Source: an optimization exercise on an open RTL-to-GDS flow (aim: small area, a short achievable clock period and few clock cycles). Production flows keep margins and buffers that such runs may drop.
The RTL was checked by simulation tests, not by an equivalence proof against the original design.
Power is estimated from default activity; no workload was simulated.

==> branch juniper <==
==> flow/design.v <==
package mhpq_pkg;
  localparam int DEPTH     = 64;
  localparam int ADDR_W    = $clog2(DEPTH);
  localparam int CNT_W     = $clog2(DEPTH + 1);
  localparam int DATA_W    = 32;
  localparam int OUT_CNT_W = 7;
  localparam int STEP_W    = 4;
  typedef enum logic {
    OP_PUSH = 1'b0,
    OP_POP  = 1'b1
  } op_t;
  typedef enum logic [1:0] {
    ST_OK    = 2'd0,
    ST_EMPTY = 2'd1,
    ST_FULL  = 2'd2
  } status_t;
  typedef enum logic [STEP_W-1:0] {
    S_IDLE       = 4'd0,
    S_DISPATCH   = 4'd1,
    S_PUSH_CHK   = 4'd2,
    S_UP_RD      = 4'd3,
    S_UP_EV      = 4'd4,
    S_UP_END     = 4'd5,
    S_POP_CHK    = 4'd6,
    S_POP_LD     = 4'd7,
    S_DN_RD      = 4'd8,
    S_DN_EV      = 4'd9,
    S_DN_END     = 4'd10,
    S_RESP_OK    = 4'd11,
    S_RESP_EMPTY = 4'd12,
    S_RESP_FULL  = 4'd13
  } step_t;
  typedef enum logic [3:0] {
    C_ALWAYS   = 4'd0,
    C_IN_XFER  = 4'd1,
    C_IS_POP   = 4'd2,
    C_FULL     = 4'd3,
    C_EMPTY    = 4'd4,
    C_POS_ZERO = 4'd5,
    C_UP_MOVE  = 4'd6,
    C_NO_LEFT  = 4'd7,
    C_DN_MOVE  = 4'd8,
    C_OUT_FREE = 4'd9
  } cond_t;
  typedef enum logic [1:0] {
    RD_UP   = 2'd0,
    RD_POP  = 2'd1,
    RD_DOWN = 2'd2
  } rd_t;
  typedef enum logic [2:0] {
    A_NONE       = 3'd0,
    A_PUSH_SETUP = 3'd1,
    A_UP_STEP    = 3'd2,
    A_UP_END     = 3'd3,
    A_POP_SETUP  = 3'd4,
    A_POP_LOAD   = 3'd5,
    A_DN_STEP    = 3'd6,
    A_DN_END     = 3'd7
  } act_t;
  typedef struct packed {
    logic    accept;
    cond_t   cond;
    step_t   target;
    logic    hold;
    rd_t     rd;
    act_t    act;
    logic    resp;
    status_t resp_st;
  } ctl_t;
  typedef struct packed {
    logic                     we;
    logic [ADDR_W-1:0]        waddr;
    logic signed [DATA_W-1:0] wdata;
    logic [ADDR_W-1:0]        raddr_a;
    logic [ADDR_W-1:0]        raddr_b;
  } mem_req_t;
  function automatic ctl_t ucode(input step_t s);
    ctl_t c;
    c.accept  = 1'b0;
    c.cond    = mhpq_pkg::C_ALWAYS;
    c.target  = mhpq_pkg::S_IDLE;
    c.hold    = 1'b0;
    c.rd      = mhpq_pkg::RD_UP;
    c.act     = mhpq_pkg::A_NONE;
    c.resp    = 1'b0;
    c.resp_st = mhpq_pkg::ST_OK;
    case (s)
      mhpq_pkg::S_IDLE: begin
        c.accept = 1'b1;
        c.cond   = mhpq_pkg::C_IN_XFER;
        c.target = mhpq_pkg::S_DISPATCH;
        c.hold   = 1'b1;
      end
      mhpq_pkg::S_DISPATCH: begin
        c.cond   = mhpq_pkg::C_IS_POP;
        c.target = mhpq_pkg::S_POP_CHK;
      end
      mhpq_pkg::S_PUSH_CHK: begin
        c.cond   = mhpq_pkg::C_FULL;
        c.target = mhpq_pkg::S_RESP_FULL;
        c.act    = mhpq_pkg::A_PUSH_SETUP;
      end
      mhpq_pkg::S_UP_RD: begin
        c.cond   = mhpq_pkg::C_POS_ZERO;
        c.target = mhpq_pkg::S_UP_END;
        c.rd     = mhpq_pkg::RD_UP;
      end
      mhpq_pkg::S_UP_EV: begin
        c.cond   = mhpq_pkg::C_UP_MOVE;
        c.target = mhpq_pkg::S_UP_RD;
        c.act    = mhpq_pkg::A_UP_STEP;
      end
      mhpq_pkg::S_UP_END: begin
        c.cond   = mhpq_pkg::C_ALWAYS;
        c.target = mhpq_pkg::S_RESP_OK;
        c.act    = mhpq_pkg::A_UP_END;
      end
      mhpq_pkg::S_POP_CHK: begin
        c.cond   = mhpq_pkg::C_EMPTY;
        c.target = mhpq_pkg::S_RESP_EMPTY;
        c.rd     = mhpq_pkg::RD_POP;
        c.act    = mhpq_pkg::A_POP_SETUP;
      end
      mhpq_pkg::S_POP_LD: begin
        c.cond   = mhpq_pkg::C_ALWAYS;
        c.target = mhpq_pkg::S_DN_RD;
        c.act    = mhpq_pkg::A_POP_LOAD;
      end
      mhpq_pkg::S_DN_RD: begin
        c.cond   = mhpq_pkg::C_NO_LEFT;
        c.target = mhpq_pkg::S_DN_END;
        c.rd     = mhpq_pkg::RD_DOWN;
      end
      mhpq_pkg::S_DN_EV: begin
        c.cond   = mhpq_pkg::C_DN_MOVE;
        c.target = mhpq_pkg::S_DN_RD;
        c.act    = mhpq_pkg::A_DN_STEP;
      end
      mhpq_pkg::S_DN_END: begin
        c.cond   = mhpq_pkg::C_ALWAYS;
        c.target = mhpq_pkg::S_RESP_OK;
        c.act    = mhpq_pkg::A_DN_END;
      end
      mhpq_pkg::S_RESP_OK: begin
        c.cond    = mhpq_pkg::C_OUT_FREE;
        c.hold    = 1'b1;
        c.resp    = 1'b1;
        c.resp_st = mhpq_pkg::ST_OK;
      end
      mhpq_pkg::S_RESP_EMPTY: begin
        c.cond    = mhpq_pkg::C_OUT_FREE;
        c.hold    = 1'b1;
        c.resp    = 1'b1;
        c.resp_st = mhpq_pkg::ST_EMPTY;
      end
      mhpq_pkg::S_RESP_FULL: begin
        c.cond    = mhpq_pkg::C_OUT_FREE;
        c.hold    = 1'b1;
        c.resp    = 1'b1;
        c.resp_st = mhpq_pkg::ST_FULL;
      end
      default: begin
        c.cond   = mhpq_pkg::C_ALWAYS;
        c.target = mhpq_pkg::S_IDLE;
      end
    endcase
    ucode = c;
  endfunction
endpackage
module mhpq_store (
  input  logic                                clk,
  input  mhpq_pkg::mem_req_t                  req,
  output logic signed [mhpq_pkg::DATA_W-1:0]  rd_a,
  output logic signed [mhpq_pkg::DATA_W-1:0]  rd_b
);
  logic signed [mhpq_pkg::DATA_W-1:0] mem [mhpq_pkg::DEPTH];
  always_ff @(posedge clk) begin
    if (req.we) begin
      mem[req.waddr] <= req.wdata;
    end
    rd_a <= mem[req.raddr_a];
    rd_b <= mem[req.raddr_b];
  end
endmodule
module max_heap_priority_queue (
  input  logic                                clk,
  input  logic                                rst,
  input  logic                                in_valid,
  output logic                                in_ready,
  input  logic                                in_opcode,
  input  logic signed [mhpq_pkg::DATA_W-1:0]  in_value,
  output logic                                out_valid,
  input  logic                                out_ready,
  output logic signed [mhpq_pkg::DATA_W-1:0]  out_popped_value,
  output logic [1:0]                          out_status,
  output logic [mhpq_pkg::OUT_CNT_W-1:0]      out_count
);
  localparam int ADDR_W = mhpq_pkg::ADDR_W;
  localparam int CNT_W  = mhpq_pkg::CNT_W;
  localparam int DATA_W = mhpq_pkg::DATA_W;
  mhpq_pkg::step_t    step, step_next;
  mhpq_pkg::ctl_t     ctl;
  mhpq_pkg::mem_req_t mreq;
  logic [CNT_W-1:0]         count;
  logic                     op;
  logic signed [DATA_W-1:0] cur, popped, rd_a, rd_b, best;
  logic [ADDR_W-1:0]        pos, parent, best_idx;
  logic [CNT_W-1:0]         lft, rgt, cnt_m1;
  logic                     in_xfer, out_free, up_gt, dn_gt, best_r, cond_hit;
  logic                         out_vld;
  logic signed [DATA_W-1:0]     out_popped;
  mhpq_pkg::status_t            out_st;
  logic [mhpq_pkg::OUT_CNT_W-1:0] out_cnt;
  mhpq_store u_store (
    .clk  (clk),
    .req  (mreq),
    .rd_a (rd_a),
    .rd_b (rd_b)
  );
  always_comb begin
    ctl = mhpq_pkg::ucode(step);
  end
  assign in_ready         = ctl.accept;
  assign out_valid        = out_vld;
  assign out_popped_value = out_popped;
  assign out_status       = out_st;
  assign out_count        = out_cnt;
  assign in_xfer  = in_valid && ctl.accept;
  assign out_free = !out_vld || out_ready;
  assign parent = (pos - ADDR_W'(1)) >> 1;
  assign lft    = CNT_W'({pos, 1'b1});
  assign rgt    = lft + CNT_W'(1);
  assign cnt_m1 = count - CNT_W'(1);
  assign best_r   = (rgt < count) && (rd_b > rd_a);
  assign best     = best_r ? rd_b : rd_a;
  assign best_idx = best_r ? rgt[ADDR_W-1:0] : lft[ADDR_W-1:0];
  assign up_gt    = cur > rd_a;
  assign dn_gt    = best > cur;
  always_comb begin
    case (ctl.cond)
      mhpq_pkg::C_ALWAYS:   cond_hit = 1'b1;
      mhpq_pkg::C_IN_XFER:  cond_hit = in_xfer;
      mhpq_pkg::C_IS_POP:   cond_hit = (op == mhpq_pkg::OP_POP);
      mhpq_pkg::C_FULL:     cond_hit = (count == CNT_W'(mhpq_pkg::DEPTH));
      mhpq_pkg::C_EMPTY:    cond_hit = (count == '0);
      mhpq_pkg::C_POS_ZERO: cond_hit = (pos == '0);
      mhpq_pkg::C_UP_MOVE:  cond_hit = up_gt;
      mhpq_pkg::C_NO_LEFT:  cond_hit = (lft >= count);
      mhpq_pkg::C_DN_MOVE:  cond_hit = dn_gt;
      mhpq_pkg::C_OUT_FREE: cond_hit = out_free;
      default:              cond_hit = 1'b1;
    endcase
  end
  always_comb begin
    if (cond_hit) begin
      step_next = ctl.target;
    end else if (ctl.hold) begin
      step_next = step;
    end else begin
      step_next = mhpq_pkg::step_t'(step + mhpq_pkg::STEP_W'(1));
    end
  end
  always_comb begin
    mreq.we    = 1'b0;
    mreq.waddr = pos;
    mreq.wdata = cur;
    case (ctl.act)
      mhpq_pkg::A_UP_STEP: begin
        mreq.we    = up_gt;
        mreq.wdata = rd_a;
      end
      mhpq_pkg::A_DN_STEP: begin
        mreq.we    = dn_gt;
        mreq.wdata = best;
      end
      mhpq_pkg::A_UP_END,
      mhpq_pkg::A_DN_END: begin
        mreq.we = 1'b1;
      end
      default: begin
        mreq.we = 1'b0;
      end
    endcase
    case (ctl.rd)
      mhpq_pkg::RD_POP: begin
        mreq.raddr_a = '0;
        mreq.raddr_b = cnt_m1[ADDR_W-1:0];
      end
      mhpq_pkg::RD_DOWN: begin
        mreq.raddr_a = lft[ADDR_W-1:0];
        mreq.raddr_b = rgt[ADDR_W-1:0];
      end
      default: begin
        mreq.raddr_a = parent;
        mreq.raddr_b = parent;
      end
    endcase
  end
  always_ff @(posedge clk) begin
    if (rst) begin
      step      <= mhpq_pkg::S_IDLE;
      count     <= '0;
      out_vld   <= 1'b0;
    end else begin
      step <= step_next;
      if (ctl.resp && out_free) begin
        out_vld <= 1'b1;
      end else if (out_vld && out_ready) begin
        out_vld <= 1'b0;
      end
      case (ctl.act)
        mhpq_pkg::A_UP_END: begin
          count <= count + CNT_W'(1);
        end
        mhpq_pkg::A_POP_SETUP: begin
          if (count != '0) begin
            count <= cnt_m1;
          end
        end
        default: begin
          count <= count;
        end
      endcase
    end
  end
  always_ff @(posedge clk) begin
    if (in_xfer) begin
      op     <= in_opcode;
      cur    <= in_value;
      popped <= '0;
    end
    case (ctl.act)
      mhpq_pkg::A_PUSH_SETUP: begin
        pos <= count[ADDR_W-1:0];
      end
      mhpq_pkg::A_UP_STEP: begin
        if (up_gt) begin
          pos <= parent;
        end
      end
      mhpq_pkg::A_POP_LOAD: begin
        popped <= rd_a;
        cur    <= rd_b;
        pos    <= '0;
      end
      mhpq_pkg::A_DN_STEP: begin
        if (dn_gt) begin
          pos <= best_idx;
        end
      end
      default: begin
        pos <= pos;
      end
    endcase
    if (ctl.resp && out_free) begin
      out_popped <= popped;
      out_st     <= ctl.resp_st;
      out_cnt    <= mhpq_pkg::OUT_CNT_W'(count);
    end
  end
endmodule
==> flow/run.sh <==
#!/bin/bash
# synth_recipe.tcl (not shown) runs the flow's synth.tcl, then flattens the netlist and writes it again
# the make line also repeats each setting of config.mk as NAME=value (left out here)
make -C /OpenROAD-flow-scripts/flow DESIGN_CONFIG=/design/flow/config.mk WORK_HOME=/design/flow/orfs CLKGATE_MAP_FILE= SYNTH_SCRIPT=/design/flow/synth_recipe.tcl finish
==> flow/config.mk <==
export PLATFORM = sky130hd
export DESIGN_NAME = max_heap_priority_queue
export DESIGN_NICKNAME = max_heap_priority_queue
export VERILOG_FILES = /design/flow/design.v
export SDC_FILE = /design/flow/constraint.sdc
export NUM_CORES = 4
export LEC_CHECK = 0
export CAP_MARGIN = 20
export CORE_MARGIN = 2
export CORE_UTILIZATION = 40
export SETUP_SLACK_MARGIN = 5
export SLEW_MARGIN = 20
export TNS_END_PERCENT = 10
==> flow/constraint.sdc <==
create_clock -name core_clock -period 8.0 [get_ports {clk}]
set_input_delay 1.6000 -clock core_clock [delete_from_list [all_inputs] [get_ports {clk}]]
set_output_delay 1.6000 -clock core_clock [all_outputs]
set_load 0.01 [all_outputs]
==> branch maple (differences from branch juniper) <==
SETUP_SLACK_MARGIN = not set   (was 5)
TNS_END_PERCENT = not set   (was 10)
==> qor summary <==
Run status: branch juniper finished clean; branch maple finished clean
Sum of met3 wire segment lengths after detailed routing: branch juniper 38800 µm; branch maple 36700 µm
Clock-pin slew of the registers on the worst-case setup and hold paths: branch juniper 0.07 ns; branch maple 0.06 ns
Worst slack at placement: branch juniper 1.03 ns; branch maple 0.895 ns
Proportion of layout cells with a drive suffix above 1: branch juniper 24.9%; branch maple 20.8%
Met1 capacity usage during global routing: branch juniper 34.9%; branch maple 35.6%
Clock latency of the later-clocked register in the worst-skew pair: branch juniper 0.93 ns; branch maple 0.92 ns
Switching power as a share of total power: branch juniper 42.2%; branch maple 42.2%
Placed cell areas: branch juniper 116000 µm²; branch maple 115000 µm²
Critical path launch point: branch juniper u_store.rd_a[22]; branch maple u_store.rd_a[27]
Setup repair after global routing missed its margin: branch juniper true; branch maple false
Total power: branch juniper 57700 µW; branch maple 55300 µW
All-layer global routing usage: branch juniper 25.1%; branch maple 23.6%
Average via count per standard cell: branch juniper 6.37; branch maple 6.28
Fin Clk Skew: branch juniper 0.104 ns; branch maple 0.0781 ns
Relative slew margins: branch juniper 13.8%; branch maple 16.3%
Highest net fanout along the worst path: branch juniper 8; branch maple 67
Worst Hold Launch: branch juniper popped[21]; branch maple ctl[1]
Startpoint of the worst register-to-register path: branch juniper u_store.rd_a[22]; branch maple u_store.rd_a[27]
Hold Worst Slack: branch juniper 0.403 ns; branch maple 0.404 ns
Cells resized by post-CTS repair: branch juniper 220; branch maple 0
Number of global-route vias before repair: branch juniper 69800; branch maple 66500
Wire length on met2: branch juniper 168000 µm; branch maple 145000 µm
Clock group power: branch juniper 11100 µW; branch maple 11300 µW
Depth of the most critical reg-to-reg path: branch juniper 26; branch maple 23
Buffers inserted during post-CTS setup optimization: branch juniper 100; branch maple 0
Testbench counts of branch juniper, summed over its fixed seeds: cycles 154,392.
Testbench counts of branch maple, summed over its fixed seeds: cycles 154,392.

## re-timing with driven ports
Ports are ideal in the flow. The routed layouts listed here were re-timed in OpenROAD. Step 1, drivers: a clkbuf_16 drives clk and a buf_2 each remaining input, both assumed. Step 2, shift: input delay + t, output delay - t, t = (earliest + latest rising clock arrival at the registers) / 2. This alone moves slack from input paths to output paths. Three values: ideal ports, drivers, drivers and shift; two values: the first two.
| run | t, ns | slack for setup (ns) | cell pins on the clock port's net |
|---|---|---|---|
| branch juniper | 0.971 | 2.039 / 2.039 / 2.039 | 1 |
| branch maple | 0.979 | 0.960 / 0.960 / 0.960 | 1 |
After both steps setup and hold are still met in every run listed.
